This is an optimization exercise on Yosys and OpenROAD, whose aim is small area, a short achievable clock period and few clock cycles per item, not a production implementation.
The RTL was checked by simulation tests, not by an equivalence proof against the original design.
No activity file was given, so power comes from the tool's default toggle rates.

File: design/flow/config.mk
export PLATFORM = sky130hd
export DESIGN_NAME = depth_to_point_unprojection
export DESIGN_NICKNAME = depth_to_point_unprojection
export VERILOG_FILES = /design/flow/design.v
export SDC_FILE = /design/flow/constraint.sdc
export NUM_CORES = 4
export LEC_CHECK = 0
export CAP_MARGIN = 20
export CORE_MARGIN = 2
export CORE_UTILIZATION = 60
export PLACE_DENSITY = 0.75
export SLEW_MARGIN = 20
File: design/flow/constraint.sdc
create_clock -name core_clock -period 14.0 [get_ports {i_clk}]
set_input_delay 2.8000 -clock core_clock [delete_from_list [all_inputs] [get_ports {i_clk}]]
set_output_delay 2.8000 -clock core_clock [all_outputs]
set_load 0.01 [all_outputs]
File: design/flow/design.v
package dpu_pkg;
    localparam logic [2:0] REG_WIDTH  = 3'd0;
    localparam logic [2:0] REG_HEIGHT = 3'd1;
    localparam logic [2:0] REG_CSTR   = 3'd2;
    localparam logic [2:0] REG_RSTR   = 3'd3;
    localparam logic [2:0] REG_NEAR   = 3'd4;
    localparam logic [2:0] REG_FAR    = 3'd5;
    localparam logic [2:0] REG_IFX    = 3'd6;
    localparam logic [2:0] REG_IFY    = 3'd7;
    localparam int JOB_W = 52;
endpackage
import dpu_pkg::*;
module dpu_front (
    input  logic        i_clk,
    input  logic        i_rst_n,
    input  logic        i_valid,
    input  logic        i_stall_q,
    input  logic [24:0] i_depth_code,
    input  logic [12:0] i_image_width,
    input  logic [12:0] i_image_height,
    input  logic [6:0]  i_column_stride,
    input  logic [6:0]  i_row_stride,
    output logic        o_stall,
    output logic        o_push,
    output logic [JOB_W-1:0] o_job
);
    logic [12:0] r_col, r_row, n_col, n_row, w, h;
    logic [6:0]  r_cph, r_rph, n_cph, n_rph, cs, rs;
    logic        acc, keep;
    logic [14:0] dx, dy;
    logic [12:0] ax, ay;
    always_comb begin
        w  = (i_image_width == '0) ? 13'd1 : (i_image_width > 13'd4096) ? 13'd4096 : i_image_width;
        h  = (i_image_height == '0) ? 13'd1 : (i_image_height > 13'd4096) ? 13'd4096 : i_image_height;
        cs = (i_column_stride == '0) ? 7'd1 : (i_column_stride > 7'd64) ? 7'd64 : i_column_stride;
        rs = (i_row_stride == '0) ? 7'd1 : (i_row_stride > 7'd64) ? 7'd64 : i_row_stride;
    end
    assign dx = {1'b0, r_col, 1'b0} - {2'b0, w};
    assign dy = {1'b0, r_row, 1'b0} - {2'b0, h};
    assign ax = dx[12:0] ^ {13{dx[14]}};
    assign ay = dy[12:0] ^ {13{dy[14]}};
    assign o_stall = i_stall_q;
    assign acc     = i_valid && !i_stall_q;
    assign keep    = (r_cph == '0) && (r_rph == '0) && !i_depth_code[24];
    assign o_push  = acc && keep;
    assign o_job   = {dy[14], ay, dx[14], ax, i_depth_code[23:0]};
    always_comb begin
        n_col = r_col; n_row = r_row; n_cph = r_cph; n_rph = r_rph;
        if ({1'b0, r_col} + 1'b1 >= {1'b0, w}) begin
            n_col = '0;
            n_cph = '0;
            if ({1'b0, r_row} + 1'b1 >= {1'b0, h}) begin
                n_row = '0;
                n_rph = '0;
            end else begin
                n_row = r_row + 1'b1;
                n_rph = ({1'b0, r_rph} + 1'b1 >= {1'b0, rs}) ? '0 : r_rph + 1'b1;
            end
        end else begin
            n_col = r_col + 1'b1;
            n_cph = ({1'b0, r_cph} + 1'b1 >= {1'b0, cs}) ? '0 : r_cph + 1'b1;
        end
    end
    always_ff @(posedge i_clk) begin
        if (!i_rst_n) begin
            r_col <= '0; r_row <= '0; r_cph <= '0; r_rph <= '0;
        end else if (acc) begin
            r_col <= n_col; r_row <= n_row; r_cph <= n_cph; r_rph <= n_rph;
        end
    end
endmodule
import dpu_pkg::*;
module dpu_queue (
    input  logic i_clk,
    input  logic i_rst_n,
    input  logic i_push,
    input  logic [JOB_W-1:0] i_job,
    output logic o_full,
    output logic o_valid,
    input  logic i_pop,
    output logic [JOB_W-1:0] o_job
);
    logic r_v;
    assign o_full = r_v && !i_pop;
    assign o_valid = r_v;
    always_ff @(posedge i_clk) begin
        if (i_push) o_job <= i_job;
        if (!i_rst_n) r_v <= 1'b0;
        else if (i_push) r_v <= 1'b1;
        else if (i_pop) r_v <= 1'b0;
    end
endmodule
import dpu_pkg::*;
module dpu_div (
    input  logic        i_clk,
    input  logic        i_rst_n,
    input  logic        i_cfg_we,
    input  logic [31:0] i_near,
    input  logic [31:0] i_far,
    output logic [5:0]  o_br,
    output logic [5:0]  o_bn,
    output logic [5:0]  o_bf,
    output logic [3:0]  o_half,
    output logic        o_mode32,
    output logic        o_nfok,
    input  logic        i_valid,
    output logic        o_take,
    input  logic [55:0] i_d,
    input  logic [4:0]  i_skh,
    input  logic [44:0] i_ax,
    input  logic [44:0] i_ay,
    input  logic        i_nx,
    input  logic        i_ny,
    output logic        o_valid,
    input  logic        i_stall,
    output logic [31:0] o_x,
    output logic [31:0] o_y,
    output logic [31:0] o_z
);
    logic        r_div;          
    logic        r_tail;         
    logic        r_out;          
    logic        r_axl;          
    logic        r_hv;           
    logic        r_first;        
    logic        r_firstn;       
    logic        r_nfm, r_nft;   
    logic        r_nfok, r_nfok0;
    logic        r_cfgd;         
    logic        r_mode32, r_fz;
    logic [3:0]  r_half;
    logic [1:0]  r_fb;           
    logic [63:0] r_nf;
    logic [4:0]  r_cnt;
    logic [4:0]  r_len, r_lenp;  
    logic [55:0] r_r, r_d;
    logic [57:0] r_d3;
    logic [31:0] r_z;
    logic [44:0] r_ax, r_ay;
    logic [66:0] r_accx, r_accy;
    logic        r_ovx, r_ovy;
    logic [1:0]  r_q;
    logic [1:0]  r_qn;           
    logic        r_nx, r_ny, r_nxp, r_nyp;
    logic        mode32, fz, last, hold, step, load, nfstart, q1, q0;
    logic [23:0] nfv;
    logic [3:0]  half;
    logic [4:0]  len;
    logic [31:0] zm;
    logic [57:0] t;
    logic [58:0] s1, s2, s3;
    logic        g1, g2, g3;
    logic [55:0] rn;
    logic [66:0] ax0, ay0;
    logic [66:0] hx, hy;
    assign nfv     = i_near[23:0] | i_far[23:0];
    always_comb begin
        half = 4'd1;
        for (int i = 0; i < 24; i++) if (nfv[i]) half = 4'(i / 2 + 1);
    end
    always_ff @(posedge i_clk) begin
        r_mode32 <= (i_near[31:24] != '0) || (i_far[31:24] != '0);
        r_fz     <= i_far == '0;
        r_half   <= half;
        o_br     <= 6'd0;
        for (int i = 0; i < 48; i++) if (r_nf[i]) o_br <= 6'(i + 1);
        o_bn     <= 6'd0;
        for (int i = 0; i < 32; i++) if (i_near[i]) o_bn <= 6'(i + 1);
        o_bf     <= 6'd0;
        for (int i = 0; i < 32; i++) if (i_far[i]) o_bf <= 6'(i + 1);
    end
    assign mode32   = r_mode32;
    assign fz       = r_fz;
    assign o_half   = r_half;
    assign o_mode32 = r_mode32;
    assign o_nfok   = r_nfok;
    assign len      = mode32 ? 5'd16 : 5'({1'b0, r_half} - i_skh);
    assign last    = r_div && (r_cnt == '0);
    assign hold    = last && (o_valid || r_tail || r_out);    
    assign step    = r_div && !hold;
    assign load    = (!r_div || step && last) && !r_axl && r_nfok && i_valid;
    assign nfstart = !r_div && !r_tail && !r_out && !r_axl && !r_nfm && !r_nft
                     && !r_nfok && !r_nfok0 && !i_cfg_we && !r_cfgd;
    assign o_take  = load;
    assign t  = {r_r, r_fb};
    assign s1 = {1'b0, t} - {3'b0, r_d};
    assign s2 = {1'b0, t} - {2'b0, r_d, 1'b0};
    assign s3 = {1'b0, t} - {1'b0, r_d3};
    assign g1 = !s1[58];
    assign g2 = !s2[58];
    assign g3 = !s3[58];
    assign rn = g3 ? s3[55:0] : g2 ? s2[55:0] : g1 ? s1[55:0] : t[55:0];
    assign q1 = g2 && !fz;
    assign q0 = (g3 || g1 && !g2) && !fz;
    always_comb begin
        for (int i = 0; i < 32; i++) zm[i] = r_z[i] && (5'(i / 2) < r_lenp);
    end
    assign ax0 = r_first ? 67'd0 : r_accx;
    assign ay0 = !r_firstn ? 67'd0 : r_accy;
    assign hx = {ax0[64:0], 2'b0} + (r_q[1] ? {21'b0, r_ax, 1'b0} : 67'd0)
                                  + (r_q[0] ? {22'b0, r_ax} : 67'd0);
    assign hy = {ay0[64:0], 2'b0} + (!r_qn[1] ? {21'b0, r_ay, 1'b0} : 67'd0)
                                  + (!r_qn[0] ? {22'b0, r_ay} : 67'd0);
    function automatic logic [31:0] f_sat(input logic ov, input logic [30:0] m, input logic neg);
        if (ov) f_sat = neg ? 32'h80000000 : 32'h7FFFFFFF;
        else    f_sat = neg ? 32'd0 - {1'b0, m} : {1'b0, m};
    endfunction
    always_ff @(posedge i_clk) begin
        if (!i_rst_n) begin
            r_div   <= 1'b0;
            r_tail  <= 1'b0;
            r_out   <= 1'b0;
            r_axl   <= 1'b0;
            r_hv    <= 1'b0;
            r_nfm   <= 1'b0;
            r_nft   <= 1'b0;
            r_nfok  <= 1'b0;
            r_nfok0 <= 1'b0;
            o_valid <= 1'b0;
        end else begin
            if (o_valid && !i_stall) o_valid <= 1'b0;
            if (r_out) o_valid <= 1'b1;
            r_tail <= step && last;
            r_out  <= r_tail;
            r_axl  <= load;
            r_hv   <= r_nfm || step;
            if (load) r_div <= 1'b1;
            else if (step && last) r_div <= 1'b0;
            r_nfm <= i_cfg_we ? 1'b0 : nfstart ? 1'b1 : (r_nfm && r_cnt == '0) ? 1'b0 : r_nfm;
            r_nft <= !i_cfg_we && r_nfm && r_cnt == '0;
            r_nfok0 <= !i_cfg_we && r_nft;
            if (i_cfg_we) r_nfok <= 1'b0;
            else if (r_nfok0) r_nfok <= 1'b1;
        end
    end
    always_ff @(posedge i_clk) begin
        if (load) begin
            r_cnt  <= len - 5'd1;
            r_r    <= mode32 ? r_nf[63:8] : r_nf[55:0] << {i_skh, 1'b0};
            r_d    <= i_d;
            r_d3   <= {2'b0, i_d} + {1'b0, i_d, 1'b0};
        end else if (nfstart) begin
            r_cnt  <= mode32 ? 5'd15 : 5'(5'd27 - {1'b0, r_half});
        end else if (r_nfm) begin
            r_cnt  <= r_cnt - 5'd1;
        end else if (step) begin
            r_cnt  <= r_cnt - 5'd1;
            r_r    <= rn;
        end
        if (nfstart) r_z <= i_far;
        else if (r_nfm) r_z <= {r_z[29:0], 2'b0};
        else if (step) r_z <= {r_z[29:0], q1, q0};
        if (load) r_len <= len;
        r_cfgd <= i_cfg_we || !i_rst_n;
        if (load) r_fb <= mode32 ? r_nf[7:6] : 2'b00;
        else if (step) begin
            case (r_cnt)
                5'd15: r_fb <= mode32 ? r_nf[5:4] : 2'b00;
                5'd14: r_fb <= mode32 ? r_nf[3:2] : 2'b00;
                5'd13: r_fb <= mode32 ? r_nf[1:0] : 2'b00;
                default: r_fb <= 2'b00;
            endcase
        end
        if (step && last) r_lenp <= r_len;
        if (r_nfm) r_q <= r_z[31:30];
        else if (step) r_q <= {q1, q0};
        if (r_nfm) r_qn <= ~r_z[31:30];
        else if (step) r_qn <= ~{q1, q0};
        if (r_axl) r_first <= 1'b1;
        else if (r_hv) r_first <= 1'b0;
        if (r_axl) r_firstn <= 1'b0;
        else if (r_hv) r_firstn <= 1'b1;
        if (r_tail) begin
            o_z <= zm[31] ? 32'h80000000 : 32'd0 - zm;
        end
        if (r_axl) begin
            r_ax   <= i_ax;
            r_ay   <= i_ay;
            r_nxp  <= i_nx;
            r_nyp  <= i_ny;
        end else if (nfstart) begin
            r_ax   <= {13'b0, i_near};
        end
        if (r_tail) begin
            r_nx   <= r_nxp;
            r_ny   <= r_nyp;
        end
        if (nfstart) begin
            r_accx <= '0;
            r_ovx  <= 1'b0;
        end else if (r_hv) begin
            r_accx <= hx;
            r_accy <= hy;
            r_ovx  <= !r_first && (r_ovx || r_accx[66:64] != '0);
            r_ovy  <= r_firstn && (r_ovy || r_accy[66:64] != '0);
        end
        if (r_nft) r_nf <= hx[63:0];
        if (r_out) begin
            o_x <= f_sat(r_ovx || r_accx[66:64] != '0, r_accx[63:33], r_nx);
            o_y <= f_sat(r_ovy || r_accy[66:64] != '0, r_accy[63:33], r_ny);
        end
    end
endmodule
import dpu_pkg::*;
module dpu_pre (
    input  logic        i_clk,
    input  logic        i_rst_n,
    input  logic        i_valid,
    input  logic [JOB_W-1:0] i_job,
    output logic        o_pop,
    input  logic [32:0] i_m,        
    input  logic [34:0] i_m3,       
    input  logic [31:0] i_far,
    input  logic [31:0] i_ifx,
    input  logic [31:0] i_ify,
    input  logic [5:0]  i_bn,       
    input  logic [5:0]  i_bf,       
    input  logic [5:0]  i_br,       
    input  logic [3:0]  i_half,     
    input  logic        i_mode32,
    input  logic        i_nfok,     
    output logic        o_done,
    input  logic        i_take,     
    output logic [55:0] o_d,
    output logic [4:0]  o_skh,      
    output logic [44:0] o_ax,
    output logic [44:0] o_ay,
    output logic        o_nx,
    output logic        o_ny
);
    logic        r_busy, r_done, r_taken;
    logic [2:0]  r_cnt;
    logic [37:0] r_dh;           
    logic [23:0] r_dl;           
    logic [2:0]  r_s0, r_s1, r_s0n, r_s1n;    
    logic [31:0] r_xh, r_yh;
    logic [13:0] r_xl, r_yl;     
    logic        r_cy;
    logic        fstep;
    logic [37:0] m1, m2, m3, p0, p1, ds;
    logic [31:0] dhf;
    logic [33:0] xs, ys;
    logic [23:0] jd;
    logic [4:0]  bd, lo, r_bd, r_lo;
    logic [5:0]  e1, e2, eb, sk, skm, r_eb;
    assign fstep  = r_cnt == 3'd6;
    assign o_pop  = i_valid && i_nfok && (!r_busy || r_taken);
    assign o_done = r_done;
    assign o_d    = {r_dh[31:0], r_dl};
    assign o_ax   = {r_xh[30:0], r_xl};
    assign o_ay   = {r_yh[30:0], r_yl};
    assign o_ny   = !r_cy;
    assign m1 = {{5{i_m[32]}}, i_m};
    assign m2 = {{4{i_m[32]}}, i_m, 1'b0};
    assign m3 = {{3{i_m3[34]}}, i_m3};
    always_comb begin
        for (int i = 0; i < 38; i++) begin
            if (i < 19) begin
                p0[i] = (r_s0[0] & m1[i]) | (r_s0[1] & m2[i]) | (r_s0[2] & m3[i]);
                p1[i] = (r_s1[0] & m1[i]) | (r_s1[1] & m2[i]) | (r_s1[2] & m3[i]);
            end else begin
                p0[i] = (!r_s0n[0] & m1[i]) | (!r_s0n[1] & m2[i]) | (!r_s0n[2] & m3[i]);
                p1[i] = (!r_s1n[0] & m1[i]) | (!r_s1n[1] & m2[i]) | (!r_s1n[2] & m3[i]);
            end
        end
    end
    function automatic logic [2:0] f_sel(input logic [1:0] dg);
        f_sel = {dg == 2'd3, dg == 2'd2, dg == 2'd1};
    endfunction
    assign ds  = r_dh + p0 + {p1[35:0], 2'b0};
    assign dhf = r_dh[31:0] + i_far;
    assign xs  = {2'b0, r_xh} + (r_xl[0] ? {2'b0, i_ifx} : 34'd0)
                              + (r_xl[1] ? {1'b0, i_ifx, 1'b0} : 34'd0);
    assign ys  = {2'b0, r_yh} + (r_yl[0] ? {2'b0, i_ify} : 34'd0)
                              + (r_yl[1] ? {1'b0, i_ify, 1'b0} : 34'd0);
    assign jd = i_job[23:0];
    always_comb begin
        bd = 5'd0;
        for (int i = 0; i < 24; i++) if (jd[i]) bd = 5'(i + 1);
        lo = 5'd24;
        for (int i = 0; i < 24; i++) if (!jd[i]) lo = 5'(23 - i);
    end
    assign e1 = (i_bf == '0 || r_lo == 5'd24) ? 6'd0 : i_bf + {1'b0, 5'd23 - r_lo};
    assign e2 = (i_bn == '0 || r_bd == '0) ? 6'd0 : i_bn + {1'b0, r_bd} - 6'd1;
    assign eb = (e1 > e2) ? e1 : e2;
    assign skm = {1'b0, i_half, 1'b0} - 6'd2;
    assign sk  = (i_mode32 || r_eb <= i_br + 6'd1) ? 6'd0 : r_eb - i_br - 6'd1;
    always_ff @(posedge i_clk) begin
        if (!i_rst_n) begin
            r_busy  <= 1'b0;
            r_done  <= 1'b0;
            r_taken <= 1'b0;
        end else if (o_pop) begin
            r_busy  <= 1'b1;
            r_done  <= 1'b0;
            r_taken <= 1'b0;
        end else if (r_taken) begin
            r_busy  <= 1'b0;
            r_taken <= 1'b0;
        end else if (r_done && i_take) begin
            r_done  <= 1'b0;
            r_taken <= 1'b1;
        end else if (r_busy && !r_done && fstep) begin
            r_done  <= 1'b1;
        end
    end
    always_ff @(posedge i_clk) begin
        if (o_pop) begin
            r_cnt <= 3'd0;
            r_dh  <= '0;
            r_dl  <= jd;
            r_s0  <= f_sel(jd[1:0]);
            r_s1  <= f_sel(jd[3:2]);
            r_s0n <= ~f_sel(jd[1:0]);
            r_s1n <= ~f_sel(jd[3:2]);
            r_bd  <= bd;
            r_lo  <= lo;
            r_xh  <= i_job[37] ? i_ifx : 32'd0;
            r_xl  <= {1'b0, i_job[36:24]};
            o_nx  <= i_job[37];
            r_yh  <= i_job[51] ? i_ify : 32'd0;
            r_yl  <= {1'b0, i_job[50:38]};
            r_cy  <= i_job[51];
        end else if (r_busy && !r_done && !r_taken) begin
            r_cnt <= r_cnt + 3'd1;
            if (r_cnt == 3'd0) r_eb <= eb;
            if (r_cnt == 3'd1) o_skh <= (sk > skm) ? skm[5:1] : sk[5:1];
            if (fstep) begin
                r_dh[31:0] <= dhf;
            end else begin
                r_dh <= {{4{ds[37]}}, ds[37:4]};
                r_dl <= {ds[3:0], r_dl[23:4]};
                r_s0  <= f_sel(r_dl[5:4]);
                r_s1  <= f_sel(r_dl[7:6]);
                r_s0n <= ~f_sel(r_dl[5:4]);
                r_s1n <= ~f_sel(r_dl[7:6]);
            end
            r_xh <= xs[33:2];
            r_xl <= {xs[1:0], r_xl[13:2]};
            r_yh <= ys[33:2];
            r_yl <= {ys[1:0], r_yl[13:2]};
        end
    end
endmodule
import dpu_pkg::*;
module depth_to_point_unprojection (
    input  logic        i_clk,
    input  logic        i_rst_n,
    input  logic        i_valid,
    output logic        o_stall,
    input  logic [24:0] i_depth_code,
    output logic        o_valid,
    input  logic        i_stall,
    output logic [31:0] o_point_x,
    output logic [31:0] o_point_y,
    output logic [31:0] o_point_z,
    input  logic        i_cfg_we,
    input  logic [2:0]  i_cfg_index,
    input  logic [31:0] i_cfg_data
);
    logic [12:0] r_w, r_h;
    logic [6:0]  r_cs, r_rs;
    logic [31:0] r_near, r_far, r_ifx, r_ify;
    logic [32:0] r_m;
    logic [34:0] r_m3;
    logic [5:0]  br, bn, bf;
    logic [3:0]  half;
    logic [4:0]  askh;
    logic        mode32, nfok;
    logic        push, qfull, qvalid, pop, adone, take, anx, any;
    logic [JOB_W-1:0] fjob, qjob;
    logic [55:0] ad;
    logic [44:0] aax, aay;
    always_ff @(posedge i_clk) begin
        if (!i_rst_n) begin
            r_w <= 13'd1200; r_h <= 13'd900; r_cs <= 7'd10; r_rs <= 7'd10;
            r_near <= 32'd655; r_far <= 32'd3276800;
            r_ifx <= 32'd2966000; r_ify <= 32'd2966000;
        end else if (i_cfg_we) begin
            case (i_cfg_index)
                REG_WIDTH:  r_w    <= i_cfg_data[12:0];
                REG_HEIGHT: r_h    <= i_cfg_data[12:0];
                REG_CSTR:   r_cs   <= i_cfg_data[6:0];
                REG_RSTR:   r_rs   <= i_cfg_data[6:0];
                REG_NEAR:   r_near <= i_cfg_data;
                REG_FAR:    r_far  <= i_cfg_data;
                REG_IFX:    r_ifx  <= i_cfg_data;
                REG_IFY:    r_ify  <= i_cfg_data;
                default: ;
            endcase
        end
    end
    always_ff @(posedge i_clk) begin
        r_m  <= {1'b0, r_near} - {1'b0, r_far};
        r_m3 <= {{2{r_m[32]}}, r_m} + {r_m[32], r_m, 1'b0};
    end
    dpu_front u_front (
        .i_clk(i_clk), .i_rst_n(i_rst_n), .i_valid(i_valid), .i_stall_q(qfull),
        .i_depth_code(i_depth_code), .i_image_width(r_w), .i_image_height(r_h),
        .i_column_stride(r_cs), .i_row_stride(r_rs),
        .o_stall(o_stall), .o_push(push), .o_job(fjob)
    );
    dpu_queue u_queue (
        .i_clk(i_clk), .i_rst_n(i_rst_n), .i_push(push), .i_job(fjob),
        .o_full(qfull), .o_valid(qvalid), .i_pop(pop), .o_job(qjob)
    );
    dpu_pre u_pre (
        .i_clk(i_clk), .i_rst_n(i_rst_n), .i_valid(qvalid), .i_job(qjob), .o_pop(pop),
        .i_m(r_m), .i_m3(r_m3), .i_far(r_far), .i_ifx(r_ifx), .i_ify(r_ify),
        .i_bn(bn), .i_bf(bf), .i_br(br), .i_half(half), .i_mode32(mode32), .i_nfok(nfok),
        .o_done(adone), .i_take(take), .o_d(ad), .o_skh(askh), .o_ax(aax), .o_ay(aay),
        .o_nx(anx), .o_ny(any)
    );
    dpu_div u_div (
        .i_clk(i_clk), .i_rst_n(i_rst_n), .i_cfg_we(i_cfg_we),
        .i_near(r_near), .i_far(r_far),
        .o_br(br), .o_bn(bn), .o_bf(bf), .o_half(half), .o_mode32(mode32), .o_nfok(nfok),
        .i_valid(adone), .o_take(take), .i_d(ad), .i_skh(askh), .i_ax(aax), .i_ay(aay),
        .i_nx(anx), .i_ny(any),
        .o_valid(o_valid), .i_stall(i_stall),
        .o_x(o_point_x), .o_y(o_point_y), .o_z(o_point_z)
    );
endmodule
File: design/flow/run.sh
#!/bin/bash
# synth_recipe.tcl (not shown) runs the flow's synth.tcl, then flattens the netlist and writes it again
# the make line also repeats each setting of config.mk as NAME=value (left out here)
make -C /OpenROAD-flow-scripts/flow DESIGN_CONFIG=/design/flow/config.mk WORK_HOME=/design/flow/orfs CLKGATE_MAP_FILE= SYNTH_SCRIPT=/design/flow/synth_recipe.tcl finish
==> flow_summary.ini, run 1 <==
[finish]
area_growth_syn_to_fin_pct = 8.834
postLayoutCoreUtil_pct = 65.60
nets = 10900
fillCellCount = 12100
drive_gt1_share_pct = 4.377

[yosys]
async_reset_ff_share_pct = 0
synth.cell_area_um2 = 87530
synth.avg_cell_area_um2 = 8.757
synth_warnings = 5
yosysTopAreaCellShare_pct = 25.56
synth_nets = 10930
synth_area_leaders = edfxtp_1 (26%), dfxtp_1 (9.7%), ha_1 (9.6%)
synth.yosys.seq_area_share_pct = 35.26
synth-seq-cells = 1169
number_of_flops_mapped_to_enable_cells_by_yosys = 745
postSynthCellCount = 9996
synth_cell_type_count = 89
post-synth-top-area-cell = edfxtp_1
dominantRegCellSynth = edfxtp_1

[clock_tree]
clock-root-buffer = clkbuf_16
tritoncts = built
cts.path.max_buffers = 3
clock_sink_count = 1169
cts_hold_buffers = 0
resized_after_cts = 0
cts_inserted_buffers = 134
clock_insertion_delay_worst_skew_ns = 0.82
cts.reportedPaths.clkPinSlew_ns = 0.06
htreeDepth = 4
post_cts_setup_buffer_count = 0

[floorplan]
core-area_um2 = 145200
floorplan.initialDensity_pct = 60.28
fp-row-count = 140
chipWidth_um = 385.9
die_area_um2 = 149000
io_pins = 163
chipHeight_um = 385.9

[global_route]
grt_max_degree = 153
globalRoute.totalOverflow = 0
gr-usage-met1_pct = 52.04
grt_pass1_wl_um = 415700
antenna_violations_before_repair = 13
grt_use_met3_pct = 5.881
global_route.peak_usage_layer = met2
global_route.usage.total_pct = 36.17
grt_pass1_vias = 69830
gr_util_met2_pct = 53.66

[setup_path]
path_max_fanout = 49
crit_path_end_kind = flop
critical_path_required_ns = 14.66
crit_path_start_kind = flop
worstSetupPathType = flop to flop
arrival_ns = 6.85

[sta]
timing.final.crit_share_pct = 44.19
slew_headroom_pct = 22.36
max_freq_mhz = 161.6
report.final.setup_viol = 0
drv_slew = 0
finalSetupTns_ns = 0
worst-slew-pin-transition_ns = 1.165
maximum_clock_skew_at_final_layout_ns = 0.05667
final-hold-violation-count = 0
rsz0062_at_grt = no
period_needed_ns = 6.187

[routing]
route.vias.total = 75270
final_antenna_net_count = 0
detail_route.wirelength_um = 274400
first_drt_pass_iteration_count = 10
viasPerCell = 6.274
drt_first_iter_violations = 8186
avgRoutedWirePerCell_um = 22.87
drt_drc_violations_left = 0

[power_and_ir_drop]
total_power_uw = 10550
cellLeakagePower_uw = 0.04045
pwr_density_cell_nw_per_um2 = 110.7
power.ir.vdd_worst_v = 0.0001222

[min_path]
holdCritPathClass = flop to flop

[flow_run]
timing.max_cap.violations = 0

[place]
finalWeightedCongestion = 1.019
place_hpwl_um = 209700
io_buffers = 162

[outcome]
run_status = timing/DRC/antenna clean
==> critical path: stages (launching register included) <==
cell      delay, ns
edfxtp_1       0.42
ha_1           0.29
fa_1           0.41
nor2b_1        0.26
o31a_1         0.27
o211ai_1       0.13
o311ai_0       0.83
o311ai_0       0.33
o21a_1         0.32
o211a_1        0.28
nor2_4         0.76
buf_4          0.67
a21oi_1        0.35
nor3_1         0.49
mux2_2         0.25
==> where the power goes <==
group / leakage (µW) / total [µW] / internal [µW] / switching, µW
combinational: 0.0280 / 2750 / 1140 / 1610
sequential: 0.0102 / 4140 / 3870 / 266
clock: 0.00221 / 3660 / 2090 / 1570
total: 0.0405 / 10500 / 7100 / 3450
==> registers in the layout (all words and copies together), names as in the netlist, 24 cells and up <==
register,count
u_pre.r_xh,32
u_div.o_z,32
u_div.r_d,55
r_near,32
r_m,33
u_div.r_nf,64
r_ify,32
u_div.r_ax,45
u_pre.r_dl,24
u_div.r_z,32
u_div.r_ay,45
u_div.o_y,32
u_queue.o_job,52
u_div.r_accy,67
u_div.r_accx,67
r_far,32
u_div.o_x,32
r_ifx,32
u_pre.r_dh,34
u_div.r_r,56
u_div.r_d3,58
r_m3,35
u_pre.r_yh,32
==> cells in the final DEF (no fill, tap or decap), types with 193 or more instances in the layout <==
cell type | Yosys | final
nand2_1 | 1340 | 1340
inv_1 | 852 | 849
edfxtp_1 | 745 | 745
ha_1 | 671 | 671
nor2_1 | 668 | 658
a21oi_1 | 644 | 642
o21ai_0 | 607 | 606
dfxtp_1 | 424 | 416
xnor2_1 | 367 | 367
a21o_1 | 288 | 288
nand3_1 | 273 | 272
nand2b_1 | 250 | 248
xor2_1 | 219 | 219
fa_1 | 201 | 201
nor3_1 | 193 | 193
==> stage by stage <==
stage,hold slack (ns),std cells,setup WS (ns),instance area [µm²]
floorplan,0.3290,9996,6.787,87530
global placement,0.4034,11740,8.067,90660
detailed placement,0.4051,11740,7.928,90660
CTS,0.4167,11990,7.946,95240
global route,0.4265,12000,7.407,95260
finish,0.4204,12000,7.813,95260
==> cell usage after synthesis, types with 100 or more instances <==
master       n
a211oi_1   117
a21boi_0   161
a21o_1     288
a21oi_1    644
clkbuf_1   346
dfxtp_1    424
edfxtp_1   745
fa_1       201
ha_1       671
inv_1      852
mux2i_1    144
nand2_1   1340
nand2b_1   250
nand3_1    273
nor2_1     668
nor2b_1    119
nor3_1     193
o21a_1     103
o21ai_0    607
o21bai_1   100
xnor2_1    367
xor2_1     219
==> cell type report <==
cell class	instances	area [µm²]	area share, %
antenna	5	12.51	0.01313
clock buffer	172	3659	3.840
clock inverter	76	923.4	0.9693
inverter	855	3221	3.381
multi-input combinational	7570	52020	54.61
sequential	1169	30870	32.41
tap	1917	2399	2.518
timing repair buffer	233	2156	2.263
==> cells by family (layout without fill, tap and decap cells) <==
family | count (synthesis) | in the layout | share of synthesized area, %
AO/OA/AOI/OAI | 2621 | 2621 | 19.40
buffers and inverters | 1257 | 1336 | 5.423
multiplexers | 181 | 181 | 2.316
other | 0 | 5 | 0
flip-flops | 1169 | 1169 | 35.26
adder cells (fa/ha/maj) | 872 | 872 | 14.19
XOR/XNOR | 586 | 586 | 5.864
AND/OR/NAND/NOR | 3310 | 3310 | 17.55
==> worst paths after layout <==
path | start | end | slack (ns) | cells after the start
worst max-delay path | u_div.r_d3[0] | u_div.r_z[0] | 7.81 | 14
worst min-delay path | u_div.r_nyp | u_div.r_ny | 0.42 | 0
worst max register to register | u_div.r_d3[0] | u_div.r_z[0] | 7.81 | 14
worst min register to register | u_div.r_nyp | u_div.r_ny | 0.42 | 0
==> routing by layer <==
| metal | wire, µm | vias to the layer above | share of wire (%) |
|---|---|---|---|
| met4 | 12820 | 8 | 4.7 |
| li1 | - | 35390 | - |
| met2 | 116800 | 3312 | 43 |
| met1 | 120400 | 36020 | 44 |
| met3 | 24400 | 545 | 8.9 |
| met5 | 65 | - | 0.024 |
Testbench counts, summed over its fixed seeds: cycles 25,065, points 2,345.
==> run 2: changes to the inputs <==
==> design/flow/flow/run.sh (new file) <==
#!/bin/bash
# Standard layout, with ORFS's timing repair asked to keep 8.5 ns of setup
# slack (the clock and constraints are unchanged), so it sizes the critical
# paths instead of stopping at 0 slack.
set -e
echo "export SETUP_SLACK_MARGIN = 8.5" >> config.mk
bash standard.sh > standard_flow.log 2>&1
==> design/flow/standard.sh (new file) <==
#!/bin/bash
# synth_recipe.tcl (not shown) runs the flow's synth.tcl, then flattens the netlist and writes it again
# the make line also repeats each setting of config.mk as NAME=value (left out here)
make -C /OpenROAD-flow-scripts/flow DESIGN_CONFIG=/design/flow/config.mk WORK_HOME=/design/flow/orfs CLKGATE_MAP_FILE= SYNTH_SCRIPT=/design/flow/synth_recipe.tcl "${@:-finish}"
--- a/design/flow/config.mk
+++ b/design/flow/config.mk
@@ -10,3 +10,4 @@
 export CORE_UTILIZATION = 60
 export PLACE_DENSITY = 0.75
 export SLEW_MARGIN = 20
+export SETUP_SLACK_MARGIN = 8.5
removed: design/flow/run.sh
==> flow_summary.ini, run 2 <==
[outcome]
run_status = timing/DRC/antenna clean

[routing]
first_drt_pass_iteration_count = 8
drt_first_iter_violations = 8483
detail_route.wirelength_um = 273500
viasPerCell = 6.325
final_antenna_net_count = 0
route.vias.total = 76000
drt_drc_violations_left = 0
avgRoutedWirePerCell_um = 22.76

[place]
place_area_um2 = 90670
place_hpwl_um = 203900
dp_worst_setup_slack_ns = 8.142
dp_cells = 11740
io_buffers = 162
finalWeightedCongestion = 1.036

[floorplan]
fp-row-count = 140
io_pins = 163
core-area_um2 = 145200
chipHeight_um = 385.9
floorplan.initialDensity_pct = 60.28
chipWidth_um = 385.9
die_area_um2 = 149000

[sta]
maximum_clock_skew_at_final_layout_ns = 0.03628
period_needed_ns = 5.409
finalSetupTns_ns = 0
rsz0062_at_grt = yes
final-hold-violation-count = 0
slew_headroom_pct = 22.26
report.final.setup_viol = 0
worst-slew-pin-transition_ns = 1.163
final_critical_path_setup_slack_ns = 8.591
max_freq_mhz = 184.9
timing.final.crit_share_pct = 38.63
drv_slew = 0

[global_route]
grt_pass1_wl_um = 415700
global_route.usage.total_pct = 35.96
grt_max_degree = 92
antenna_violations_before_repair = 15
globalRoute.totalOverflow = 0
grt_pass1_vias = 70980

[clock_tree]
tritoncts = built
cts_hold_buffers = 0
clock_insertion_delay_worst_skew_ns = 0.80
cts_inserted_buffers = 135
cts.path.max_buffers = 3
clock-root-buffer = clkbuf_16
htreeDepth = 4
clock_sink_count = 1169
cts.reportedPaths.clkPinSlew_ns = 0.06

[yosys]
synth.yosys.seq_area_share_pct = 35.26
async_reset_ff_share_pct = 0
yosysTopAreaCellShare_pct = 25.56
synth_cell_type_count = 89
synth_warnings = 5
post_synth_most_frequent_cells = nand2_1 (1340), inv_1 (852), edfxtp_1 (745), ha_1 (671), nor2_1 (668)
synth_nets = 10930
dominantRegCellSynth = edfxtp_1
synth_area_leaders = edfxtp_1 (26%), dfxtp_1 (9.7%), ha_1 (9.6%)
synth.cell_area_um2 = 87530
postSynthCellCount = 9996
leading_cell_type_by_number_of_instances_after_synthesis = nand2_1
synth-seq-cells = 1169
synth.avg_cell_area_um2 = 8.757
post-synth-top-area-cell = edfxtp_1
number_of_flops_mapped_to_enable_cells_by_yosys = 745

[setup_path]
critical_path.slowest_cell = clkdlybuf4s50_1
path_max_fanout = 5
critical_path_required_ns = 11.20
critical_path.n_buffers_inverters = 2
crit_path_start_kind = flop
crit_path_end_kind = output pin
worstSetupPathType = flop to output pin
reg2reg_slack_ns = 8.76
timing.reg2reg.worst_path_depth = 17
timing.rr.start = u_div.r_fb[0]
cp_top_delay_family = simple AND/OR/NAND/NOR gates
crit_path_max_incr_delay_ns = 0.49
r2r_end = u_div.r_r[55]
arrival_ns = 2.61
crit_chain = nand2b_1 -> nand3_4 -> nand2_1 -> inv_1 -> clkdlybuf4s50_1

[power_and_ir_drop]
seq_power_share_pct = 38.9
switch_pwr_uw = 3401
power.ir.vdd_worst_v = 0.0001018
total_power_uw = 10540
pwr_density_cell_nw_per_um2 = 110.3
power.switching_fraction_pct = 32.26
pwr-share-clk_pct = 35.0
pwr-share-comb_pct = 26.1
internal-power_uw = 7141
cellLeakagePower_uw = 0.04060

[finish]
finish.cell_count_without_fillers = 12020
drive_gt1_share_pct = 4.746
largestRegisters = u_div.r_accx (67), u_div.r_accy (67), u_div.r_nf (64)
post-route-cell-area_um2 = 95600
mostFrequentLayoutCells = nand2_1 (1340), inv_1 (849), edfxtp_1 (745)
fillCellCount = 11830
area_growth_syn_to_fin_pct = 9.214
nets = 10920
mostFrequentLayoutCell = nand2_1

[min_path]
hp-start = u_div.r_nyp
worstHoldPathCells = 0
hold_end = u_div.r_ny
holdCritPathClass = flop to flop

[flow_run]
timing.max_cap.violations = 0
==> run 2: cell types whose count changed in the layout (fill, tap and decap cells not counted), sizes merged <==
| cell | before | now |
|---|---|---|
| buf | 72 | 87 |
| inv | 865 | 869 |
| clkinv | 45 | 42 |
| clkinvlp | 10 | 7 |
| clkbuf | 172 | 174 |
| diode | 5 | 7 |
| nand3 | 273 | 274 |
| nor2 | 668 | 669 |
==> run 2: power groups by stage <==
| stage | clock (µW) | sequential [µW] | combinational (µW) |
|---|---|---|---|
| 2_1_floorplan | 0 | 4050 | 2060 |
| 3_3_place_gp | 0 | 4160 | 2590 |
| 3_5_place_dp | 0 | 4160 | 2660 |
| 4_1_cts | 3720 | 4090 | 2680 |
| 5_1_grt | 3840 | 4120 | 3030 |
| 6_report | 3690 | 4110 | 2750 |
==> run 2: worst max path at each step <==
stage                        from          endpoint  slack [ns]  cells past startpoint
CTS                 u_div.r_d3[0]     u_div.r_r[20]        8.52                     15
detailed placement       i_cfg_we   u_div.r_accy[2]        8.14                      6
global placement         i_cfg_we  u_div.r_accy[28]        8.20                      6
finish              u_pre.r_taken           o_stall        8.59                      5
global route        u_pre.r_yl[1]    u_pre.r_yh[30]        8.43                     17
floorplan                i_cfg_we   u_div.r_accy[0]        8.87                      5
==> run 2: cells by family (layout without fill, tap and decap cells) <==
family / after synthesis / count (layout) / synth area share [%]
AND/OR/NAND/NOR: 3310 / 3312 / 17.55
XOR/XNOR: 586 / 586 / 5.864
AO/OA/AOI/OAI: 2621 / 2621 / 19.40
other: 0 / 7 / 0
buffers and inverters: 1257 / 1351 / 5.423
adder cells (fa/ha/maj): 872 / 872 / 14.19
multiplexers: 181 / 181 / 2.316
flip-flops: 1169 / 1169 / 35.26
==> run 2: layout make-up <==
cell class / count / area [µm²] / area share [%]
clock inverters: 74 / 807.0 / 0.8442
clock buffers: 174 / 3775 / 3.949
flip-flops and latches: 1169 / 30870 / 32.30
well taps: 1917 / 2399 / 2.509
diodes: 7 / 17.52 / 0.01832
multi-input cells: 7572 / 52170 / 54.57
inverters: 855 / 3221 / 3.369
repair buffers: 248 / 2337 / 2.445
==> run 2: worst reg2reg max path, delay by kind of cell (launching register included) <==
kind                     cells  cell delay (ns)
AO/OA/AOI/OAI               10             2.60
adder cells (fa/ha/maj)      2             0.54
buffers and inverters        2             0.66
flip-flops                   1             0.37
AND/OR/NAND/NOR              3             0.90
==> run 2: metal layers <==
| layer | up-vias | GRT usage, % | wire [µm] |
|---|---|---|---|
| met5 | - | 0 | 129 |
| met4 | 18 | 18.57 | 15790 |
| met3 | 645 | 7.276 | 27790 |
| met2 | 3703 | 52.55 | 114200 |
| met1 | 36230 | 50.33 | 115500 |
| li1 | 35400 | - | - |
==> run 2: stage by stage <==
| stage | hold WS (ns) | util (%) |
|---|---|---|
| after detailed placement | 0.4045 | 62.44 |
| after floorplan | 0.3290 | - |
| final | 0.4177 | 65.83 |
| after global routing | 0.4336 | 65.82 |
| after CTS | 0.4088 | 65.63 |
| after global placement | 0.4049 | 62.43 |
==> run 2: what timing repair did <==
item                                    in CTS  in global routing
resized for setup                            7                 23
pin swaps                                    2                  1
setup buffers                                1                 14
hold endpoints to repair                     0                  0
endpoints found under the setup margin      34                 96
gates cloned                                 1                  1
==> run 3: changes to the inputs <==
==> design/flow/flow/run.sh (replaced) <==
#!/bin/bash
# Standard layout, with ORFS's timing repair asked to keep 9.7 ns of setup
# slack (the clock and constraints are unchanged), so it sizes the critical
# paths instead of stopping at 0 slack.
set -e
echo "export SETUP_SLACK_MARGIN = 9.7" >> config.mk
bash standard.sh > standard_flow.log 2>&1
--- a/design/flow/config.mk
+++ b/design/flow/config.mk
@@ -10,4 +10,4 @@
 export CORE_UTILIZATION = 60
 export PLACE_DENSITY = 0.75
 export SLEW_MARGIN = 20
-export SETUP_SLACK_MARGIN = 8.5
+export SETUP_SLACK_MARGIN = 9.7
==> flow_summary.ini, run 3 <==
[clock_tree]
clock-root-buffer = clkbuf_16
htreeDepth = 4
cts.reportedPaths.clkPinSlew_ns = 0.07
tritoncts = built
clock_insertion_delay_worst_skew_ns = 0.80
cts_inserted_buffers = 134
clock_sink_count = 1169
cts.path.max_buffers = 3

[finish]
area_growth_syn_to_fin_pct = 16.09
drive_gt1_share_pct = 11.28
mostFrequentLayoutCell = nand2_1
post-route-cell-area_um2 = 101600
mostFrequentLayoutCells = nand2_1 (1311), inv_1 (823), edfxtp_1 (745)
nets = 11210
largestRegisters = u_div.r_accx (67), u_div.r_accy (67), u_div.r_nf (64)

[yosys]
synth.cell_area_um2 = 87530
post-synth-top-area-cell = edfxtp_1
leading_cell_type_by_number_of_instances_after_synthesis = nand2_1
number_of_flops_mapped_to_enable_cells_by_yosys = 745
postSynthCellCount = 9996
dominantRegCellSynth = edfxtp_1
synth.avg_cell_area_um2 = 8.757
synth-seq-cells = 1169
synth_area_leaders = edfxtp_1 (26%), dfxtp_1 (9.7%), ha_1 (9.6%)
synth.yosys.seq_area_share_pct = 35.26
synth_cell_type_count = 89
async_reset_ff_share_pct = 0
post_synth_most_frequent_cells = nand2_1 (1340), inv_1 (852), edfxtp_1 (745), ha_1 (671), nor2_1 (668)
yosysTopAreaCellShare_pct = 25.56
synth_nets = 10930
synth_warnings = 5

[routing]
route.vias.total = 78950
final_antenna_net_count = 0
drt_first_iter_violations = 9286
detail_route.wirelength_um = 290800
avgRoutedWirePerCell_um = 23.64
drt_drc_violations_left = 0
first_drt_pass_iteration_count = 12
viasPerCell = 6.419

[sta]
drv_slew = 0
timing.final.crit_share_pct = 32.84
period_needed_ns = 4.598
slew_headroom_pct = 21.81
max_freq_mhz = 217.5
worst-slew-pin-transition_ns = 1.166
report.final.setup_viol = 0
finalSetupTns_ns = 0
maximum_clock_skew_at_final_layout_ns = 0.04293
final-hold-violation-count = 0
final_critical_path_setup_slack_ns = 9.402
rsz0062_at_grt = yes

[floorplan]
core-area_um2 = 145200
chipHeight_um = 385.9
chipWidth_um = 385.9
io_pins = 163
fp-row-count = 140
die_area_um2 = 149000
floorplan.initialDensity_pct = 60.28

[flow_run]
timing.max_cap.violations = 0

[setup_path]
reg2reg_slack_ns = 9.40
path_max_fanout = 11
worstSetupPathType = flop to flop
arrival_ns = 5.12
crit_chain = buf_6 -> buf_12 -> buf_16 -> nand2b_4 -> fa_1 -> inv_1 -> ha_4 -> a21o_1 -> a21o_1 -> a21oi_2 -> nor2b_1 -> o31ai_1 -> o211ai_1 -> a221oi_4 -> o21ai_4 -> a221oi_4 -> o21ai_4 -> buf_12 -> buf_6 -> nand2_4 -> xor2_1 -> nor2_1
crit_path_max_incr_delay_ns = 0.57
crit_path_start_kind = flop
critical_path_required_ns = 14.53
crit_path_end_kind = flop
critical_path.slowest_cell = fa_1

[global_route]
grt_max_degree = 113
global_route.usage.total_pct = 37.19
grt_pass1_wl_um = 428600
antenna_violations_before_repair = 14
grt_pass1_vias = 73020
globalRoute.totalOverflow = 0

[min_path]
holdCritPathClass = flop to flop

[place]
io_buffers = 162
dp_worst_setup_slack_ns = 8.339
finalWeightedCongestion = 1.024
place_area_um2 = 90790
place_hpwl_um = 203900

[outcome]
run_status = timing/DRC/antenna clean

[power_and_ir_drop]
cellLeakagePower_uw = 0.04319
pwr_density_cell_nw_per_um2 = 107.9
power.ir.vdd_worst_v = 0.00009880
-- run 3: cell types whose count changed in the layout (fill, tap and decap cells not counted), sizes merged, moves of 16 or more --
| cell | change |
|---|---|
| clkdlybuf4s15 | +30 |
| buf | +274 |
| dlygate4sd2 | +68 |
| clkdlybuf4s50 | -99 |
| clkbuf | +16 |
-- run 3: kinds of logic after synthesis --
group                      share of synthesized area [%]
xor gates and xnor gates                           5.864
adders and majority gates                          14.19
and+or+nand+nor                                    17.55
DFF                                                35.26
buffers and inverters                              5.423
AOI/OAI and AO/OA                                  19.40
muxes                                              2.316
-- run 3: final cells by class --
cell class | count | area, µm²
inverter | 855 | 3223
clock inverter | 66 | 839.6
sequential | 1169 | 30890
tap | 1917 | 2399
antenna | 3 | 7.507
clock buffer | 177 | 3807
fill | 11030 | 43600
multi-input combinational | 7571 | 54840
timing repair buffer | 542 | 5610
-- run 3: metal layers --
layer / vias to the layer above / global-route usage (%) / part of all wire, %
li1: 36000 / - / -
met5: - / 0 / 0.0079
met3: 863 / 7.062 / 11
met1: 37750 / 52.58 / 41
met2: 4342 / 54.92 / 43
met4: 4 / 17.47 / 5.5
-- run 3: report_power, final --
| group | total (µW) | internal [µW] | switching [µW] |
|---|---|---|---|
| Combinational | 3060 | 1310 | 1750 |
| Clock | 3750 | 2180 | 1570 |
| Sequential | 4150 | 3870 | 278 |
| Total | 11000 | 7360 | 3600 |
-- run 3: repair_timing --
item / 4_1_cts / 5_1_grt
pin swaps: 161 / 226
cloned: 23 / 14
endpoints found under the setup margin: 514 / 405
hold buffers: 0 / 0
gates resized for setup: 511 / 320
setup buffers: 145 / 126
-- run 3: path summary, 6_finish.rpt --
check | from | to | depth (start not counted)
max | u_div.r_qn[1] | u_div.r_accy[61] | 22
min | u_div.r_len[2] | u_div.r_lenp[2] | 0
max reg2reg | u_div.r_qn[1] | u_div.r_accy[61] | 22
min reg2reg | u_div.r_len[2] | u_div.r_lenp[2] | 0
-- run 3: per-stage QoR --
stage | instances | utilization, % | hold slack [ns] | total power [µW]
CTS | 12160 | 68.19 | 0.4109 | 10730
detailed placement | 11750 | 62.52 | 0.4045 | 6876
floorplan | 9996 | - | 0.3290 | 6119
finish | 12300 | 69.98 | 0.4069 | 10960
global placement | 11750 | 62.52 | 0.4015 | 6808
global route | 12300 | 69.97 | 0.4195 | 11390
-- run 3: critical path, delay by kind of cell (launching register included) --
kind / cells / cell delay [ns]
xor+xnor: 1 / 0.14
flops: 1 / 0.37
simple gates: 4 / 0.33
buf+inv: 6 / 0.77
compound gates: 9 / 1.93
fa+ha+maj: 2 / 0.81
==> run 4: changes to the inputs <==
==> design/flow/flow/run.sh (replaced) <==
#!/bin/bash
# Standard layout, with ORFS's timing repair asked to keep 10.3 ns of setup
# slack (the clock and constraints are unchanged), so it sizes the critical
# paths instead of stopping at 0 slack.
set -e
echo "export SETUP_SLACK_MARGIN = 10.3" >> config.mk
bash standard.sh > standard_flow.log 2>&1
--- a/design/flow/config.mk
+++ b/design/flow/config.mk
@@ -10,4 +10,4 @@
 export CORE_UTILIZATION = 60
 export PLACE_DENSITY = 0.75
 export SLEW_MARGIN = 20
-export SETUP_SLACK_MARGIN = 9.7
+export SETUP_SLACK_MARGIN = 10.3
==> flow_summary.ini, run 4 <==
[yosys]
synth_nets = 10930
leading_cell_type_by_number_of_instances_after_synthesis = nand2_1
post_synth_most_frequent_cells = nand2_1 (1340), inv_1 (852), edfxtp_1 (745), ha_1 (671), nor2_1 (668)
synth.avg_cell_area_um2 = 8.757
post-synth-top-area-cell = edfxtp_1
yosysTopAreaCellShare_pct = 25.56
synth-seq-cells = 1169
dominantRegCellSynth = edfxtp_1
synth.cell_area_um2 = 87530
synth_cell_type_count = 89
synth.yosys.seq_area_share_pct = 35.26
async_reset_ff_share_pct = 0
postSynthCellCount = 9996
number_of_flops_mapped_to_enable_cells_by_yosys = 745
synth_area_leaders = edfxtp_1 (26%), dfxtp_1 (9.7%), ha_1 (9.6%)
synth_warnings = 5

[power_and_ir_drop]
power.ir.vdd_worst_v = 0.0001267
cellLeakagePower_uw = 0.04595
pwr_density_cell_nw_per_um2 = 102.4

[global_route]
globalRoute.totalOverflow = 0
grt_max_degree = 134
grt_pass1_wl_um = 448000
global_route.usage.total_pct = 39.03
grt_pass1_vias = 76560
antenna_violations_before_repair = 24

[routing]
detail_route.wirelength_um = 314700
avgRoutedWirePerCell_um = 24.84
final_antenna_net_count = 0
first_drt_pass_iteration_count = 10
route.vias.total = 82310
drt_first_iter_violations = 10200
drt_drc_violations_left = 0
viasPerCell = 6.498

[setup_path]
reg2reg_slack_ns = 9.15
timing.reg2reg.worst_path_depth = 19
crit_path_end_kind = flop
critical_path_required_ns = 14.54
arrival_ns = 5.39
crit_path_start_kind = flop
worstSetupPathType = flop to flop
r2r_end = u_div.r_nf[54]
path_max_fanout = 7
timing.rr.start = u_div.r_q[1]

[clock_tree]
cts_inserted_buffers = 130
clock-root-buffer = clkbuf_16
clock_sink_count = 1169
tritoncts = built
cts_hold_buffers = 0
clock_insertion_delay_worst_skew_ns = 0.82
cts.path.max_buffers = 3
htreeDepth = 4
cts.reportedPaths.clkPinSlew_ns = 0.07

[finish]
area_growth_syn_to_fin_pct = 23.73
multi_input_area_um2 = 58110
mostFrequentLayoutCell = nand2_1
sequential_cell_area_um2 = 30940
mostFrequentLayoutCells = nand2_1 (1277), inv_1 (792), edfxtp_1 (745)
largestRegisters = u_div.r_accx (67), u_div.r_accy (67), u_div.r_nf (64)
drive_gt1_share_pct = 19.62
finish.cell_count_without_fillers = 12670
nets = 11580
fillCellCount = 9754

[sta]
drv_slew = 2
period_needed_ns = 4.848
finalSetupTns_ns = 0
final-hold-violation-count = 0
timing.final.crit_share_pct = 34.63
report.final.setup_viol = 0
maximum_clock_skew_at_final_layout_ns = 0.05107
max_freq_mhz = 206.3
rsz0062_at_grt = yes
worst_hold_slack_ns = 0.4048
worst-slew-pin-transition_ns = 1.952
slew_headroom_pct = -30.12

[place]
dp_cells = 11750
finalWeightedCongestion = 1.047
io_buffers = 162
place_hpwl_um = 200200

[min_path]
hold_end = r_m3[0]
hp-start = r_m[0]
holdCritPathClass = flop to flop
worstHoldPathCells = 0

[floorplan]
io_pins = 163
fp-row-count = 140
die_area_um2 = 149000
floorplan.initialDensity_pct = 60.28
chipWidth_um = 385.9
chipHeight_um = 385.9
core-area_um2 = 145200

[outcome]
so.violations = slew limit
run_status = failed layout checks

[flow_run]
timing.max_cap.violations = 1
-- run 4: critical path: stages (launching register included) --
cell and delay [ns]:
edfxtp_1 0.48, buf_6 0.17, buf_6 0.14, buf_16 0.15, buf_6 0.15, nand2_1 0.12
fa_1 0.58, inv_1 0.05, ha_1 0.40, a21o_1 0.21, a21oi_1 0.36, o21ai_0 0.29
a21boi_1 0.22, a41o_2 0.29, a2111oi_4 0.39, nor2_2 0.06, buf_6 0.15, nand4_1 0.10
xor2_1 0.23, nor2_1 0.06
-- run 4: cell families after synthesis --
group,count (synthesis),synth area share (%)
buffers and inverters,1257,5.423
XOR/XNOR,586,5.864
AND/OR/NAND/NOR,3310,17.55
adder cells (fa/ha/maj),872,14.19
multiplexers,181,2.316
flip-flops,1169,35.26
AO/OA/AOI/OAI,2621,19.40
-- run 4: worst max path at each step --
stage                   from              end  slack, ns  cells after the start
6_report        u_div.r_q[1]   u_div.r_nf[54]       9.15                     19
5_1_grt         u_div.r_q[1]   u_div.r_nf[54]       9.09                     19
4_1_cts        u_pre.r_taken          o_stall       9.35                      5
3_5_place_dp        i_cfg_we  u_div.r_accy[3]       7.96                      5
3_3_place_gp        i_cfg_we  u_div.r_accy[7]       8.05                      5
2_1_floorplan       i_cfg_we  u_div.r_accy[0]       9.08                      5
-- run 4: what timing repair did --
action                                   CTS  global route
gates resized for setup                 1325           570
hold endpoints to repair                   0             0
pin swaps                                442           429
endpoints found under the setup margin  1145           571
buffers inserted                         416           192
gates cloned                              54            12
-- run 4: stage by stage --
| step | power, µW | worst slack, ns | util (%) | area, µm² |
|---|---|---|---|---|
| floorplan | 6187 | 9.075 | - | 89020 |
| CTS | 10640 | 9.352 | 71.73 | 104200 |
| global route | 11520 | 9.090 | 74.57 | 108300 |
| finish | 11090 | 9.152 | 74.58 | 108300 |
| detailed placement | 6838 | 7.960 | 63.10 | 91630 |
| global placement | 6767 | 8.055 | 63.09 | 91610 |
-- run 4: layout make-up --
type / instances / share of cell area [%]
Inverter: 855 / 2.986
Clock inverter: 62 / 0.6504
Multi-Input combinational cell: 7578 / 53.66
Timing Repair Buffer: 904 / 8.649
Antenna cell: 7 / 0.01617
Sequential cell: 1169 / 28.57
Tap cell: 1917 / 2.215
Clock buffer: 175 / 3.262
-- run 4: power breakdown --
group | leakage (µW) | switching [µW] | internal, µW
registers | 0.0102 | 240 | 3870
clock network | 0.00204 | 1520 | 1990
logic | 0.0337 | 1880 | 1590
-- run 4: layer usage --
layer / wire (µm) / global-route usage [%]
met5: 198 / 0
met4: 25830 / 25.13
met3: 31620 / 7.232
met2: 140900 / 61.40
met1: 116100 / 49.41

-- port drivers added, routing unchanged --
In the flow no input, the clock included, has a driving cell. The finished layouts below were timed again as built, in two steps.
Step 1, drivers: a clkbuf_16 drives i_clk and a buf_2 each remaining input, both assumed.
Step 2 also shifts input and output timing later by t, the mid clock arrival at the registers, as if the neighbouring blocks saw the same clock.
Three values: ideal ports, drivers, drivers and shift; two values: the first two.
run | shift t [ns] | setup slack, ns | worst setup path after step 2 | worst slew at a driven data input, ns | pins driven straight from the clock port
run 1 | 0.876 | 7.813 / 7.813 / 7.664 | input to register | 0.17 | 1
run 2 | 0.861 | 8.591 / 8.510 / 8.026 | input to register | 0.06 | 1
run 3 | 0.873 | 9.402 / 9.402 / 8.960 | input to register | 0.09 | 1
run 4 | 0.883 | 9.152 / 9.152 / 9.152 | register to register | 0.10 | 1
For run 2, which loses most, drivers alone change the setup slack by -0.081 ns; drivers and shift together by -0.565 ns.
